This is an optimization exercise on Yosys and OpenROAD, whose aim is small area and a short achievable clock period, not a production implementation. In this exercise RTL edits were held to simulation tests only and were not proved equivalent to the original. Power is estimated from default activity; no workload was simulated.

`flow/design.v`:
```
package mips_trace_pkg;
    typedef enum logic [1:0] {
        MODE_PERIODIC = 2'd0,
        MODE_GROW     = 2'd1,
        MODE_CHANGE   = 2'd2,
        MODE_SINGLE   = 2'd3
    } trace_mode_e;
    function automatic integer rec_width(input integer num_ch,
                                              input integer data_w,
                                              input integer cnt_w);
        rec_width = num_ch * data_w + cnt_w;
    endfunction
endpackage
module trace_fifo #(
    parameter int unsigned WIDTH = 8,
    parameter int unsigned DEPTH = 16
) (
    input  logic                     clk,
    input  logic                     rst_n,
    input  logic                     clear,
    input  logic                     push,
    input  logic                     pop,
    input  logic [WIDTH-1:0]         wdata,
    output logic [WIDTH-1:0]         rdata,
    output logic [$clog2(DEPTH):0]   count,
    output logic                     full,
    output logic                     empty
);
    localparam int unsigned AW = $clog2(DEPTH);
    localparam int unsigned CW = AW + 1;
    logic [WIDTH-1:0] mem [DEPTH];
    logic [AW-1:0]    wr_ptr_q;
    logic [AW-1:0]    rd_ptr_q;
    logic [CW-1:0]    count_q;
    logic             do_push;
    logic             do_pop;
    assign full  = (count_q == CW'(DEPTH));
    assign empty = (count_q == '0);
    assign do_pop  = pop && !empty && !clear;
    assign do_push = push && (!full || do_pop) && !clear;
    always_ff @(posedge clk or negedge rst_n) begin
        if (!rst_n) begin
            wr_ptr_q <= '0;
            rd_ptr_q <= '0;
            count_q  <= '0;
        end else if (clear) begin
            wr_ptr_q <= '0;
            rd_ptr_q <= '0;
            count_q  <= '0;
        end else begin
            if (do_push) begin
                wr_ptr_q <= wr_ptr_q + AW'(1);
            end
            if (do_pop) begin
                rd_ptr_q <= rd_ptr_q + AW'(1);
            end
            unique case ({do_push, do_pop})
                2'b10:   count_q <= count_q + CW'(1);
                2'b01:   count_q <= count_q - CW'(1);
                default: count_q <= count_q;
            endcase
        end
    end
    always_ff @(posedge clk) begin
        if (do_push) begin
            mem[wr_ptr_q] <= wdata;
        end
    end
    assign rdata = mem[rd_ptr_q];
    assign count = count_q;
endmodule
module mips_trace_capture #(
    parameter int unsigned DATA_W = 32,
    parameter int unsigned NUM_CH = 4,
    parameter int unsigned DEPTH  = 16,
    parameter int unsigned CNT_W  = 16
) (
    input  logic                       CLK,
    input  logic                       RESET,
    input  logic                       EN,
    input  logic                       CLEAR,
    input  logic [1:0]                 MODE,
    input  logic [CNT_W-1:0]           INTERVAL,
    input  logic [CNT_W-1:0]           STEP,
    input  logic [NUM_CH*DATA_W-1:0]   CH_IN,
    output logic                       RD_VALID,
    input  logic                       RD_READY,
    output logic [NUM_CH*DATA_W-1:0]   RD_DATA,
    output logic [CNT_W-1:0]           RD_TIME,
    output logic [$clog2(DEPTH):0]     COUNT,
    output logic                       OVERFLOW,
    output logic                       DONE
);
    localparam int unsigned REC_W = mips_trace_pkg::rec_width(NUM_CH, DATA_W, CNT_W);
    localparam int unsigned CH_W  = NUM_CH * DATA_W;
    mips_trace_pkg::trace_mode_e        mode;
    logic [CNT_W-1:0]   ts_q;
    logic [CNT_W-1:0]   wait_q, wait_d;
    logic [CNT_W-1:0]   gap_q, gap_d;
    logic [CNT_W-1:0]   interval_eff;
    logic [CNT_W-1:0]   next_gap;
    logic [CNT_W:0]     gap_sum;
    logic [CNT_W-1:0]   gap_grow;
    logic [DATA_W-1:0]  prev0_q;
    logic               done_q, done_d;
    logic               ovf_q, ovf_d;
    logic               sample;
    logic               pop_ok;
    logic               fifo_full;
    logic               fifo_empty;
    logic [REC_W-1:0]   wr_rec;
    logic [REC_W-1:0]   rd_rec;
    assign mode         = mips_trace_pkg::trace_mode_e'(MODE);
    assign interval_eff = (INTERVAL == '0) ? CNT_W'(1) : INTERVAL;
    assign gap_sum      = {1'b0, gap_q} + {1'b0, STEP};
    assign gap_grow     = gap_sum[CNT_W] ? '1 : gap_sum[CNT_W-1:0];
    always_comb begin
        sample   = 1'b0;
        wait_d   = wait_q;
        gap_d    = gap_q;
        done_d   = done_q;
        next_gap = gap_q;
        if (CLEAR || !EN) begin
            wait_d = interval_eff - CNT_W'(1);
            gap_d  = interval_eff;
            done_d = 1'b0;
        end else begin
            unique case (mode)
                mips_trace_pkg::MODE_CHANGE: begin
                    sample = (CH_IN[DATA_W-1:0] != prev0_q);
                end
                mips_trace_pkg::MODE_PERIODIC, mips_trace_pkg::MODE_GROW, mips_trace_pkg::MODE_SINGLE: begin
                    if (wait_q == '0) begin
                        next_gap = (mode == mips_trace_pkg::MODE_GROW) ? gap_grow : gap_q;
                        gap_d    = next_gap;
                        wait_d   = next_gap - CNT_W'(1);
                        sample   = !((mode == mips_trace_pkg::MODE_SINGLE) && done_q);
                        if (mode == mips_trace_pkg::MODE_SINGLE) begin
                            done_d = 1'b1;
                        end
                    end else begin
                        wait_d = wait_q - CNT_W'(1);
                    end
                end
            endcase
        end
    end
    assign pop_ok = RD_READY && !fifo_empty;
    always_comb begin
        ovf_d = ovf_q;
        if (CLEAR) begin
            ovf_d = 1'b0;
        end else if (sample && fifo_full && !pop_ok) begin
            ovf_d = 1'b1;
        end
    end
    always_ff @(posedge CLK or negedge RESET) begin
        if (!RESET) begin
            ts_q    <= '0;
            wait_q  <= '0;
            gap_q   <= CNT_W'(1);
            prev0_q <= '0;
            done_q  <= 1'b0;
            ovf_q   <= 1'b0;
        end else begin
            ts_q    <= ts_q + CNT_W'(1);
            wait_q  <= wait_d;
            gap_q   <= gap_d;
            prev0_q <= CH_IN[DATA_W-1:0];
            done_q  <= done_d;
            ovf_q   <= ovf_d;
        end
    end
    assign wr_rec = {ts_q, CH_IN};
    trace_fifo #(
        .WIDTH (REC_W),
        .DEPTH (DEPTH)
    ) u_fifo (
        .clk   (CLK),
        .rst_n (RESET),
        .clear (CLEAR),
        .push  (sample),
        .pop   (RD_READY),
        .wdata (wr_rec),
        .rdata (rd_rec),
        .count (COUNT),
        .full  (fifo_full),
        .empty (fifo_empty)
    );
    assign RD_VALID = !fifo_empty;
    assign RD_DATA  = rd_rec[CH_W-1:0];
    assign RD_TIME  = rd_rec[REC_W-1 -: CNT_W];
    assign OVERFLOW = ovf_q;
    assign DONE     = done_q;
endmodule
```
`flow/run.sh`:
```
#!/bin/bash
# synth_recipe.tcl (not shown) runs the flow's synth.tcl, then flattens the netlist and writes it again
# the make line also repeats each setting of config.mk as NAME=value (left out here)
make -C /OpenROAD-flow-scripts/flow DESIGN_CONFIG=/design/flow/config.mk WORK_HOME=/design/flow/orfs CLKGATE_MAP_FILE= SYNTH_SCRIPT=/design/flow/synth_recipe.tcl finish
```
`flow/config.mk`:
```
export PLATFORM = sky130hd
export DESIGN_NAME = mips_trace_capture
export DESIGN_NICKNAME = mips_trace_capture
export VERILOG_FILES = /design/flow/design.v
export SDC_FILE = /design/flow/constraint.sdc
export NUM_CORES = 4
export LEC_CHECK = 0
export CAP_MARGIN = 20
export CORE_MARGIN = 2
export CORE_UTILIZATION = 40
export SLEW_MARGIN = 20
```
`flow/constraint.sdc`:
```
create_clock -name core_clock -period 5.5 [get_ports {CLK}]
set_input_delay 1.1000 -clock core_clock [delete_from_list [all_inputs] [get_ports {CLK}]]
set_output_delay 1.1000 -clock core_clock [all_outputs]
set_load 0.01 [all_outputs]
```
==> qor.txt <==
Max Buffers Root-to-Sink -> 3
Cell mode on critical path -> o21ai_0
Fin. max-slew vios -> 0
Syn_nets -> 5138
Worst Skew -> 56.5 ps
Mapped Cells -> 4943
Logic pwr share -> 12.0%
WL per Instance -> 27.5 um
Final number of setup-violating endpoints -> 0
All-Layer GR Usage -> 19.9%
Grt total ovfl -> 0
Synth top area cells -> edfxtp_1 (74%), mux4_2 (7.1%), mux2i_1 (4.6%)
Die ar. -> 0.238 mm^2
Clock share of power -> 39.2%
FMAX -> 0.190 GHz
Final hold violations -> 0
Power density over the cells -> 375 mW/mm^2
Number of gates resized after CTS -> 1
Die height -> 488 um
Core area -> 0.233 mm^2
Cts bufs inserted -> 234
Worst skew pair latency -> 890 ps
Cell taking the most area after synthesis -> edfxtp_1
Int Pwr -> 31600 uW
Filler Cell Count -> 19300
Placed wire-length estimate -> 143000 um
Final net count -> 5603
Register area share after synthesis -> 76.3%
Worst-margin pin slew -> 1180 ps
Top cell type's share of synthesized area -> 73.8%
Post-Place Cell Area -> 0.102 mm^2
Worst Setup End Kind -> output pin
CP bufs+invs -> 2
CP cell instances -> nand2_4 > buf_4 > o21ai_0 > a21oi_1 > o21ai_0 > nand2_1 > clkdlybuf4s50_1
Clock-pin slew on the worst setup and hold paths -> 60 ps
Remaining antenna violation count -> 0
Crit path kind -> reg -> out
H-tree levels -> 4
EDFF count, synth -> 2304
Count leader, synth -> edfxtp_1
Worst path slowest cell -> dfrtp_4
Class of the worst hold path -> in -> async
# Max-Cap Violations -> 0
Routed vias/inst -> 5.63
Top Ports -> 319
Cell variety after synth -> 79
Final std cells w/o fill -> 8750
GP Congestion -> 0.816
Cell count after placement -> 8303
Initial DRC count -> 4919
Worst R2R Setup Slack -> 1010 ps
Sequential power share -> 48.9%
Vias -> 49200
Share of layout cells above drive strength 1 -> 17.8%
Synth Area per Inst -> 19.0 um^2
Final period util -> 95.7%
Outcome -> complete, no violations
Unrepaired setup endpoints after global routing -> false
Number of port buffers -> 318
Leak -> 0.0348 uW
First-pass GRT wire length -> 348000 um
Layout area overhead -> 17.3%
Initial Util -> 40.3%
CTS tree -> done
Final wirelength -> 241000 um
Slew margin rel. -> 21.4%
Post-Syn Area -> 0.0938 mm^2
Post-synth top cells -> edfxtp_1 (2304), mux2i_1 (432), o21ai_0 (318)
DRC errors left -> 0
Post-CTS Setup Bufs -> 0
Startpoint types -> register
CP peak stage delay -> 680 ps
Vias in the first global route -> 49100
Design area -> 0.110 mm^2
Max VDD drop -> 0.000280 V
Yosys reg bits -> 2399
CP max FO -> 52
Clock Tree Root -> clkbuf_16
First drt pass iteration count -> 6
P_sw -> 9690 uW
Primary FF master, synth -> edfxtp_1
Antenna violations before repair -> 18
Largest net degree at the start of global routing -> 156
CP top delay family -> buffers and inverters
CP required -> 4400 ps
Number of hold buffers added after cts -> 0
Die W -> 488 um
Switching part of the total power -> 23.5%
Setup Total Neg Slack -> 0 ps
FFs w/ async S/R, synth -> 3.96%
Synth Warn # -> 2
Site Rows -> 177
Clk sinks -> 2399
Worst EP arrival -> 4160 ps
Final min period -> 5260 ps
==> flip-flops by register name, indices dropped and copies added, names as in the netlist, 4 cells and up <==
signal	cells
prev0_q	32
wait_q	16
u_fifo.wr_ptr_q	4
gap_q	16
ts_q	16
u_fifo.count_q	5
u_fifo.mem	2304
u_fifo.rd_ptr_q	4
==> power by group through the flow <==
| stage | clock network, uW | registers, uW | logic (uW) |
|---|---|---|---|
| floorplan | 0 | 20500 | 2930 |
| global placement | 0 | 20600 | 5010 |
| detailed placement | 0 | 20600 | 5020 |
| CTS | 16500 | 20200 | 5040 |
| global route | 17200 | 20200 | 5300 |
| finish | 16200 | 20200 | 4950 |
==> area by class of cell <==
class                      count  area, um^2  area share [%]
antenna                        7        17.5          0.0159
clock buffer                 294        6220            5.66
clock inverter               145        1600            1.45
inverter                      18        67.6          0.0614
multi-input combinational   2259       21200            19.3
sequential                  2399       71600            65.1
tap                         3132        3920            3.56
timing repair buffer         496        5400            4.91
==> path summary, 6_finish.rpt <==
| kind | from | to | cells after the start |
|---|---|---|---|
| min reg2reg | ovf_q | ovf_q | 2 |
| min | RESET | gap_q[4] | 1 |
| max | u_fifo.rd_ptr_q[2] | RD_TIME[2] | 7 |
| max reg2reg | wait_q[2] | u_fifo.mem[3][17] | 10 |
| min in group core_clock | ovf_q | ovf_q | 2 |
| max in group asynchronous | RESET | u_fifo.rd_ptr_q[1] | 2 |
==> cell usage in the layout, fill, tap and decap left out, types with 17 or more instances in the layout <==
cell / netlist / final
a21oi_1: 189 / 189
a221oi_1: 145 / 145
a22oi_1: 140 / 140
and2_4: 0 / 17
buf_12: 0 / 68
buf_4: 1 / 108
bufinv_16: 0 / 25
clkbuf_1: 171 / 48
clkbuf_16: 0 / 236
clkdlybuf4s50_1: 0 / 317
clkinv_1: 0 / 51
clkinv_2: 0 / 43
dfrtp_1: 94 / 90
edfxtp_1: 2304 / 2304
ha_1: 26 / 26
inv_1: 18 / 18
mux2_2: 141 / 141
mux2i_1: 432 / 432
mux4_2: 294 / 294
nand2_1: 183 / 182
nand3_1: 22 / 22
nor2_1: 77 / 76
nor3_1: 17 / 17
o21ai_0: 318 / 318
xnor2_1: 38 / 38
xor2_1: 37 / 37
==> cell families after synthesis <==
logic type      after synthesis  synth area share, %
fa+ha+maj                    28                0.390
compound gates              895                 6.09
xor+xnor                     75                0.701
simple gates                394                 1.97
mux                         867                 13.4
flops                      2399                 76.3
buf+inv                     285                 1.17
==> stage by stage <==
stage / hold slack (ps) / setup slack (ps) / util, % / power, uW
after detailed placement: 494 / 148 / 43.9 / 25600
after floorplan: 453 / 809 / - / 23400
final: 366 / 235 / 47.2 / 41300
after global routing: 366 / 12.0 / 47.2 / 42600
after global placement: 481 / -125 / 43.9 / 25600
after CTS: 324 / 49.3 / 47.2 / 41700
==> routing by layer <==
metal | up-vias | track usage (%) | wire (um)
li1 | 21200 | - | -
met4 | 16 | 4.60 | 4410
met1 | 26100 | 28.9 | 107000
met2 | 1584 | 31.3 | 114000
met5 | - | 0 | 106
met3 | 298 | 3.44 | 14700

-- what the ideal ports hide --
In the flow no input, the clock included, has a driving cell. The finished layout below was timed again as built, in two steps. Step 1, drivers: a clkbuf_16 drives CLK and a buf_2 each remaining input, both assumed. Step 2 also shifts input and output timing later by t, the mid clock arrival at the registers, as if the neighbouring blocks saw the same clock. Three values: ideal ports, drivers, drivers and shift; two values: the first two.
t, ns: 0.957
slack for setup (ns): 0.235 / 0.140 / 0.203
worst setup path at the end: input to register
After both steps this run still meets setup and hold. The setup slack of this run moves by -0.095 ns with the drivers and by -0.032 ns with both steps.
